This is an optimization exercise on Yosys and OpenROAD, whose aim is small area and a short achievable clock period, not a production implementation. At most, simulation tests tie the RTL to the original design; equivalence was not proved. Power and IR drop assume default switching activity.

==> flow/design.v <==
package cpu_pkg;
  localparam int unsigned OPCODE_W = 4;
  localparam int unsigned IMM_W    = 4;
  localparam int unsigned INSTR_W  = OPCODE_W + IMM_W;
  localparam logic [OPCODE_W-1:0] HALT_OPCODE_DEFAULT = 4'hF;
  typedef enum logic [1:0] {
    ST_IDLE,
    ST_RUN,
    ST_DRAIN,
    ST_HALT
  } fetch_state_t;
endpackage
import cpu_pkg::*;
module instr_mem #(
  parameter int unsigned DEPTH = 256,
  parameter int unsigned GRP   = 16
) (
  input  logic                        clk,
  input  logic [DEPTH-1:0]            wsel,
  input  logic [DEPTH-1:0]            wsel_n,
  input  logic [cpu_pkg::INSTR_W-1:0] wcol,
  input  logic [DEPTH/GRP-1:0]        rhi,
  input  logic [GRP-1:0]              rlo,
  output logic [cpu_pkg::INSTR_W-1:0] rdata
);
  localparam int unsigned W = cpu_pkg::INSTR_W;
  logic [DEPTH*W-1:0] cells_q;
  logic [DEPTH*W-1:0] cells_d;
  always_comb begin
    for (int r = 0; r < DEPTH; r++) begin
      for (int b = 0; b < W; b++) begin
        cells_d[r*W+b] = ~((cells_q[r*W+b] | wsel[r]) & (wsel_n[r] | wcol[b]));
      end
    end
  end
  always_ff @(posedge clk) begin
    cells_q <= cells_d;
  end
  always_comb begin
    rdata = '0;
    for (int g = 0; g < DEPTH/GRP; g++) begin
      logic [W-1:0] grp;
      grp = '0;
      for (int l = 0; l < GRP; l++) begin
        grp = grp | (cells_q[(g*GRP+l)*W +: W] & {W{rlo[l]}});
      end
      rdata = rdata | (grp & {W{rhi[g]}});
    end
  end
endmodule
import cpu_pkg::*;
module fetch_unit #(
  parameter int unsigned                   MEM_DEPTH   = 256,
  parameter logic [cpu_pkg::OPCODE_W-1:0]  HALT_OPCODE = cpu_pkg::HALT_OPCODE_DEFAULT
) (
  input  logic         clk,
  input  logic         rst_n,
  input  logic         start,
  input  logic         prog_we,
  input  logic [7:0]   prog_addr,
  input  logic [7:0]   prog_data,
  output logic [7:0]   instr_out,
  output logic         instr_valid,
  input  logic         instr_ready,
  input  logic         jump_en,
  input  logic [7:0]   jump_target,
  output logic [7:0]   pc_out,
  output logic         halted
);
  cpu_pkg::fetch_state_t state_q, state_d;
  logic [7:0]         pc_q, pc_d;
  logic [15:0]        pc_hi_q, pc_hi_d;
  logic [15:0]        pc_lo_q, pc_lo_d;
  logic [INSTR_W-1:0] instr_q, instr_d;
  logic               valid_q, valid_d;
  logic               halted_q;
  logic [INSTR_W-1:0] mem_rdata;
  logic               loadable, we;
  logic               fetch, jump;
  logic [15:0]        whi, wlo;
  logic [255:0]       wsel, wsel_n;
  logic               phase_q;
  logic [INSTR_W-1:0] mem_raw;
  assign loadable = (state_q == ST_IDLE) || (state_q == ST_HALT);
  assign we       = prog_we && loadable;
  always_comb begin
    for (int i = 0; i < 16; i++) begin
      whi[i] = we && (prog_addr[7:4] == i[3:0]);
      wlo[i] = (prog_addr[3:0] == i[3:0]);
    end
    for (int r = 0; r < 256; r++) begin
      wsel[r]   = whi[r/16] && wlo[r%16];
      wsel_n[r] = !(whi[r/16] && wlo[r%16]);
    end
  end
  always_ff @(posedge clk) begin
    phase_q <= !phase_q;
  end
  instr_mem #(
    .DEPTH (256),
    .GRP   (16)
  ) u_mem (
    .clk     (clk),
    .wsel    (wsel),
    .wsel_n  (wsel_n),
    .wcol    (prog_data ^ {INSTR_W{phase_q}}),
    .rhi     (pc_hi_q),
    .rlo     (pc_lo_q),
    .rdata   (mem_raw)
  );
  assign mem_rdata = mem_raw ^ {INSTR_W{phase_q}};
  always_ff @(posedge clk or negedge rst_n) begin
    if (!rst_n) begin
      state_q  <= ST_IDLE;
      pc_q     <= '0;
      pc_hi_q  <= 16'h0001;
      pc_lo_q  <= 16'h0001;
      instr_q  <= '0;
      valid_q  <= 1'b0;
      halted_q <= 1'b0;
    end else begin
      state_q  <= state_d;
      pc_q     <= pc_d;
      pc_hi_q  <= pc_hi_d;
      pc_lo_q  <= pc_lo_d;
      instr_q  <= instr_d;
      valid_q  <= valid_d;
      halted_q <= (state_d == ST_HALT);
    end
  end
  assign jump  = jump_en && ((state_q == ST_RUN) || (state_q == ST_DRAIN));
  assign fetch = (state_q == ST_RUN) && !jump_en && (!valid_q || instr_ready);
  always_comb begin
    state_d = state_q;
    valid_d = valid_q;
    unique case (state_q)
      ST_IDLE, ST_HALT: begin
        if (start) begin
          valid_d = 1'b0;
          state_d = ST_RUN;
        end
      end
      ST_RUN: begin
        if (jump_en) begin
          valid_d = 1'b0;
        end else if (!valid_q || instr_ready) begin
          valid_d = 1'b1;
          if (mem_rdata[INSTR_W-1 -: OPCODE_W] == HALT_OPCODE) state_d = ST_DRAIN;
        end
      end
      ST_DRAIN: begin
        if (jump_en) begin
          valid_d = 1'b0;
          state_d = ST_RUN;
        end else if (valid_q && instr_ready) begin
          valid_d = 1'b0;
          state_d = ST_HALT;
        end
      end
      default: state_d = ST_IDLE;
    endcase
  end
  always_comb begin
    pc_d    = pc_q;
    pc_hi_d = pc_hi_q;
    pc_lo_d = pc_lo_q;
    if (loadable && start) begin
      pc_d    = '0;
      pc_hi_d = 16'h0001;
      pc_lo_d = 16'h0001;
    end else if (jump) begin
      pc_d = jump_target;
      for (int i = 0; i < 16; i++) begin
        pc_hi_d[i] = (jump_target[7:4] == i[3:0]);
        pc_lo_d[i] = (jump_target[3:0] == i[3:0]);
      end
    end else if (fetch) begin
      pc_d    = pc_q + 8'd1;
      pc_lo_d = {pc_lo_q[14:0], pc_lo_q[15]};
      if (pc_lo_q[15]) pc_hi_d = {pc_hi_q[14:0], pc_hi_q[15]};
    end
  end
  assign instr_d = fetch ? mem_rdata : instr_q;
  assign instr_out   = instr_q;
  assign instr_valid = valid_q;
  assign pc_out      = pc_q;
  assign halted      = halted_q;
endmodule
clock: 4.1 ns
lec_check: 0
cap_margin: 20
core_margin: 2
core_utilization: 40
setup_slack_margin: 0.15
slew_margin: 20
synth_hierarchical: 1
run.sh (not shown) runs the stock make flow with config.mk's settings and CLKGATE_MAP_FILE= SYNTH_SCRIPT=/design/flow/synth_recipe.tcl, a recipe that flattens the netlist after the stock synthesis.
The first run completed without violations.
Then changed:
--- a/flow/design.v
+++ b/flow/design.v
@@ -14,24 +14,24 @@
 module instr_mem #(
   parameter int unsigned DEPTH = 256,
   parameter int unsigned GRP   = 16
 ) (
   input  logic                        clk,
-  input  logic [DEPTH-1:0]            wsel,
-  input  logic [DEPTH-1:0]            wsel_n,
-  input  logic [cpu_pkg::INSTR_W-1:0] wcol,
+  input  logic [DEPTH-1:0]            wsel_a,
+  input  logic [DEPTH-1:0]            wsel_b,
+  input  logic [cpu_pkg::INSTR_W-1:0] wdata_n,
   input  logic [DEPTH/GRP-1:0]        rhi,
   input  logic [GRP-1:0]              rlo,
   output logic [cpu_pkg::INSTR_W-1:0] rdata
 );
   localparam int unsigned W = cpu_pkg::INSTR_W;
   logic [DEPTH*W-1:0] cells_q;
   logic [DEPTH*W-1:0] cells_d;
   always_comb begin
     for (int r = 0; r < DEPTH; r++) begin
       for (int b = 0; b < W; b++) begin
-        cells_d[r*W+b] = ~((cells_q[r*W+b] | wsel[r]) & (wsel_n[r] | wcol[b]));
+        cells_d[r*W+b] = ~((~cells_q[r*W+b] & ~wsel_a[r]) | (wsel_b[r] & wdata_n[b]));
       end
     end
   end
   always_ff @(posedge clk) begin
     cells_q <= cells_d;
@@ -76,41 +76,32 @@
   logic               halted_q;
   logic [INSTR_W-1:0] mem_rdata;
   logic               loadable, we;
   logic               fetch, jump;
   logic [15:0]        whi, wlo;
-  logic [255:0]       wsel, wsel_n;
-  logic               phase_q;
-  logic [INSTR_W-1:0] mem_raw;
+  logic [255:0]       wsel;
   assign loadable = (state_q == ST_IDLE) || (state_q == ST_HALT);
   assign we       = prog_we && loadable;
   always_comb begin
     for (int i = 0; i < 16; i++) begin
       whi[i] = we && (prog_addr[7:4] == i[3:0]);
       wlo[i] = (prog_addr[3:0] == i[3:0]);
     end
-    for (int r = 0; r < 256; r++) begin
-      wsel[r]   = whi[r/16] && wlo[r%16];
-      wsel_n[r] = !(whi[r/16] && wlo[r%16]);
-    end
-  end
-  always_ff @(posedge clk) begin
-    phase_q <= !phase_q;
+    for (int r = 0; r < 256; r++) wsel[r] = whi[r/16] && wlo[r%16];
   end
   instr_mem #(
     .DEPTH (256),
     .GRP   (16)
   ) u_mem (
     .clk     (clk),
-    .wsel    (wsel),
-    .wsel_n  (wsel_n),
-    .wcol    (prog_data ^ {INSTR_W{phase_q}}),
+    .wsel_a  (wsel),
+    .wsel_b  (wsel),
+    .wdata_n (~prog_data),
     .rhi     (pc_hi_q),
     .rlo     (pc_lo_q),
-    .rdata   (mem_raw)
+    .rdata   (mem_rdata)
   );
-  assign mem_rdata = mem_raw ^ {INSTR_W{phase_q}};
   always_ff @(posedge clk or negedge rst_n) begin
     if (!rst_n) begin
       state_q  <= ST_IDLE;
       pc_q     <= '0;
       pc_hi_q  <= 16'h0001;
Outcome: Worst hold slack is better by 380 ps; clock-buffer cell count drops by 7; cell area came out higher by about 4%; worst setup slack is about the same; combinational power drops by 22%; core utilization shrinks by 0.49 points; wire length goes down by about 8%; register-to-register slack barely changes; clock power came out lower by about 4%.
No run of this note included a check of the RTL's function; only the layout flow was run.

========
Another version of the RTL of fetch_unit (not shown whole).
Size: ~6700 cells after synthesis, ~48 I/O pins, ~0.073 mm^2 of cells after synthesis.
==> module fu_mux2i, before the edit <==
module fu_mux2i (input logic a0, a1, s, output logic y);
  assign y = ~(s ? a1 : a0);
endmodule
==> module fetch_unit, before the edit <==
module fetch_unit #(
  parameter int unsigned                   MEM_DEPTH   = 256,
  parameter logic [cpu_pkg::OPCODE_W-1:0]  HALT_OPCODE = cpu_pkg::HALT_OPCODE_DEFAULT
) (
  input  logic         clk,
  input  logic         rst_n,
  input  logic         start,
  input  logic         prog_we,
  input  logic [7:0]   prog_addr,
  input  logic [7:0]   prog_data,
  output logic [7:0]   instr_out,
  output logic         instr_valid,
  input  logic         instr_ready,
  input  logic         jump_en,
  input  logic [7:0]   jump_target,
  output logic [7:0]   pc_out,
  output logic         halted
);
  logic               active_q, active_d;
  logic               halt_q, halt_d;
  logic [7:0]         pc_q, pc_d;
  logic [31:0]        pc_hi_q;
  logic [15:0]        pc_hi_d;
  logic [127:0]       pc_lo_q;
  logic [15:0]        pc_lo_d;
  logic [INSTR_W-1:0] instr_q, instr_d;
  logic               valid_q, valid_d;
  logic               phase_q;
  logic [INSTR_W-1:0] mem_raw_n;
  logic               drain, loadable, we, restart, to_halt;
  logic               fetch, jump;
  logic [15:0]        whi_q, wlo_q;
  logic [INSTR_W-1:0] wdata_q;
  logic               byp_q;
  logic [255:0]       wsel, wsel_n;
  assign drain    = active_q && valid_q && (instr_q[INSTR_W-1 -: OPCODE_W] == HALT_OPCODE);
  assign loadable = !active_q;
  assign we       = prog_we && loadable;
  assign restart  = start && loadable;
  assign jump     = jump_en && active_q;
  assign fetch    = active_q && !drain && !jump_en && (!valid_q || instr_ready);
  assign to_halt  = drain && !jump_en && instr_ready;
  always_ff @(posedge clk) begin
    for (int i = 0; i < 16; i++) begin
      whi_q[i] <= we && (prog_addr[7:4] == i[3:0]);
      wlo_q[i] <= (prog_addr[3:0] == i[3:0]);
    end
    wdata_q <= prog_data;
    byp_q   <= we && (prog_addr == 8'd0);
  end
  always_comb begin
    for (int r = 0; r < 256; r++) begin
      wsel[r]   = whi_q[r/16] && wlo_q[r%16];
      wsel_n[r] = !(whi_q[r/16] && wlo_q[r%16]);
    end
  end
  always_ff @(posedge clk) begin
    phase_q <= !phase_q;
  end
  instr_mem u_mem (
    .clk     (clk),
    .wsel    (wsel),
    .wsel_n  (wsel_n),
    .wcol    (wdata_q ^ {INSTR_W{phase_q}}),
    .rhi     (pc_hi_q),
    .rlo     (pc_lo_q),
    .rdata_n (mem_raw_n)
  );
  always_ff @(posedge clk or negedge rst_n) begin
    if (!rst_n) begin
      active_q  <= 1'b0;
      halt_q    <= 1'b0;
      pc_q      <= '0;
      instr_q   <= '0;
      valid_q   <= 1'b0;
    end else begin
      active_q  <= active_d;
      halt_q    <= halt_d;
      pc_q      <= pc_d;
      instr_q   <= instr_d;
      valid_q   <= valid_d;
    end
  end
  fu_reg16 u_pc_hi0 (.clk (clk), .d (pc_hi_d), .q (pc_hi_q[15:0]));
  fu_reg16 u_pc_hi1 (.clk (clk), .d (pc_hi_d), .q (pc_hi_q[31:16]));
  fu_reg16 u_pc_lo0 (.clk (clk), .d (pc_lo_d), .q (pc_lo_q[15:0]));
  fu_reg16 u_pc_lo1 (.clk (clk), .d (pc_lo_d), .q (pc_lo_q[31:16]));
  fu_reg16 u_pc_lo2 (.clk (clk), .d (pc_lo_d), .q (pc_lo_q[47:32]));
  fu_reg16 u_pc_lo3 (.clk (clk), .d (pc_lo_d), .q (pc_lo_q[63:48]));
  fu_reg16 u_pc_lo4 (.clk (clk), .d (pc_lo_d), .q (pc_lo_q[79:64]));
  fu_reg16 u_pc_lo5 (.clk (clk), .d (pc_lo_d), .q (pc_lo_q[95:80]));
  fu_reg16 u_pc_lo6 (.clk (clk), .d (pc_lo_d), .q (pc_lo_q[111:96]));
  fu_reg16 u_pc_lo7 (.clk (clk), .d (pc_lo_d), .q (pc_lo_q[127:112]));
  assign active_d = restart || (active_q && !to_halt);
  assign halt_d   = (halt_q && !start) || to_halt;
  always_comb begin
    valid_d = valid_q;
    if (restart || jump) valid_d = 1'b0;
    else if (fetch) valid_d = 1'b1;
    else if (to_halt) valid_d = 1'b0;
  end
  always_comb begin
    pc_d    = pc_q;
    pc_hi_d = pc_hi_q[15:0];
    pc_lo_d = pc_lo_q[15:0];
    if (restart) begin
      pc_d    = '0;
      pc_hi_d = 16'h0001;
      pc_lo_d = 16'h0001;
    end else if (jump) begin
      pc_d = jump_target;
      for (int i = 0; i < 16; i++) begin
        pc_hi_d[i] = (jump_target[7:4] == i[3:0]);
        pc_lo_d[i] = (jump_target[3:0] == i[3:0]);
      end
    end else if (fetch) begin
      pc_d    = pc_q + 8'd1;
      pc_lo_d = {pc_lo_q[14:0], pc_lo_q[15]};
      if (pc_lo_q[15]) pc_hi_d = {pc_hi_q[14:0], pc_hi_q[15]};
    end
  end
  for (genvar b = 0; b < INSTR_W; b++) begin : g_instr
    fu_mux2i u_mux (
      .a0 (!(fetch ? (byp_q ? wdata_q[b] : !phase_q) : instr_q[b])),
      .a1 (!(fetch ? (byp_q ? wdata_q[b] : phase_q)  : instr_q[b])),
      .s  (mem_raw_n[b]),
      .y  (instr_d[b])
    );
  end
  assign instr_out   = instr_q;
  assign instr_valid = valid_q;
  assign pc_out      = pc_q;
  assign halted      = halt_q;
endmodule
export LEC_CHECK = 0
export CAP_MARGIN = 20
export CORE_MARGIN = 2
export CORE_UTILIZATION = 60
export SETUP_SLACK_MARGIN = 2.0
export SLEW_MARGIN = 20
export SYNTH_HIERARCHICAL = 1
export SYNTH_MINIMUM_KEEP_SIZE = 0
create_clock -name core_clock -period 4.1 [get_ports {clk}]
standard.sh (not shown) runs the stock make flow with config.mk's settings and CLKGATE_MAP_FILE= SYNTH_SCRIPT=/design/flow/synth_recipe.tcl, a recipe that flattens the netlist after the stock synthesis.
==> flow/flow/run.sh <==
#!/bin/bash
# Own layout flow: the standard ORFS flow (standard.sh, standard synthesis
# unchanged) with a few layout settings changed:
#  - sizing may swap cells across footprints (so port buffers and other
#    cells can be replaced by faster or smaller ones),
#  - ports are buffered with buf_4 instead of the smallest buffer,
#  - CTS without dummy loads, with larger sink clusters (fewer leaf buffers).
# The make output goes to flow_make.log in the work folder; ORFS keeps each
# step's own log under orfs/logs/.
set -euo pipefail
bash standard.sh \
  MATCH_CELL_FOOTPRINT=0 \
  "BUFFER_PORTS_ARGS=-buffer_cell sky130_fd_sc_hd__buf_4" \
  "CTS_ARGS=-sink_clustering_enable -repair_clock_nets -dont_use_dummy_load -sink_clustering_size 25 -sink_clustering_max_diameter 80" \
  finish > flow_make.log 2>&1
Change:
--- a/flow/design.v
+++ b/flow/design.v
@@ -86,8 +86,8 @@
 module fu_nor2 (input logic a, b, output logic y);
   assign y = ~(a | b);
 endmodule
-module fu_mux2i (input logic a0, a1, s, output logic y);
-  assign y = ~(s ? a1 : a0);
+module fu_mux2 (input logic a0, a1, s, output logic y);
+  assign y = s ? a1 : a0;
 endmodule
 module fu_reg16 (input logic clk, input logic [15:0] d, output logic [15:0] q);
   always_ff @(posedge clk) q <= d;
@@ -215,9 +215,9 @@
     end
   end
   for (genvar b = 0; b < INSTR_W; b++) begin : g_instr
-    fu_mux2i u_mux (
-      .a0 (!(fetch ? (byp_q ? wdata_q[b] : !phase_q) : instr_q[b])),
-      .a1 (!(fetch ? (byp_q ? wdata_q[b] : phase_q)  : instr_q[b])),
+    fu_mux2 u_mux (
+      .a0 (fetch ? (byp_q ? wdata_q[b] : !phase_q) : instr_q[b]),
+      .a1 (fetch ? (byp_q ? wdata_q[b] : phase_q)  : instr_q[b]),
       .s  (mem_raw_n[b]),
       .y  (instr_d[b])
     );
Effect: The new run went through all stages and came out clean; wire length barely changes; final cell count is higher slightly; final area climbs slightly; area after synthesis barely changes; total power increases slightly; critical path depth goes up by 7; sequential power is about the same; clock skew rises by 0.010 ns; first-iteration DRC count went down by a few percent; worst setup slack degrades by 0.053 ns; die area is about the same; clock power hardly moves; combinational power grows by a little under a tenth.

-- port drivers added, routing unchanged --
The results above use ideal ports. As a check the final layouts listed here were re-extracted and re-timed, cells and wires unchanged.
Step 1 (the two cells are an assumption about what drives the block):
set clk [get_ports {clk}]
set_driving_cell -lib_cell sky130_fd_sc_hd__clkbuf_16 $clk
set_driving_cell -lib_cell sky130_fd_sc_hd__buf_2 [delete_from_list [all_inputs] $clk]
Step 2 adds t to the input delays and takes it off the output delays; t is the mean of the earliest and latest rising clock arrival at the registers after step 1. Input paths then give back, and output paths get back, about the clock's delay inside the block.
Three values: ideal ports, drivers, drivers and shift; two values: the first two.
run	shift t [ns]	setup slack, ns	hold slack, ns	slew at the worst register clock pin (ns)	worst data-port slew with drivers (ns)
the first run of note 1	0.939	0.080 / 0.080 / 0.080	0.092 / 0.030 / 0.446	0.07 / 0.07	0.09
the second run of note 1	0.922	0.078 / 0.078 / 0.078	0.471 / 0.445 / 0.471	0.07 / 0.07	0.04
the first run of note 2	0.799	1.877 / 1.797 / 1.259	0.182 / 0.128 / 0.445	0.10 / 0.10	0.17
the second run of note 2	0.788	1.824 / 1.824 / 1.252	0.215 / 0.162 / 0.448	0.10 / 0.10	0.15
After both steps setup and hold are still met in every run listed. For the first run of note 2, which loses most, drivers alone change the setup slack by -0.080 ns; drivers and shift together by -0.618 ns.
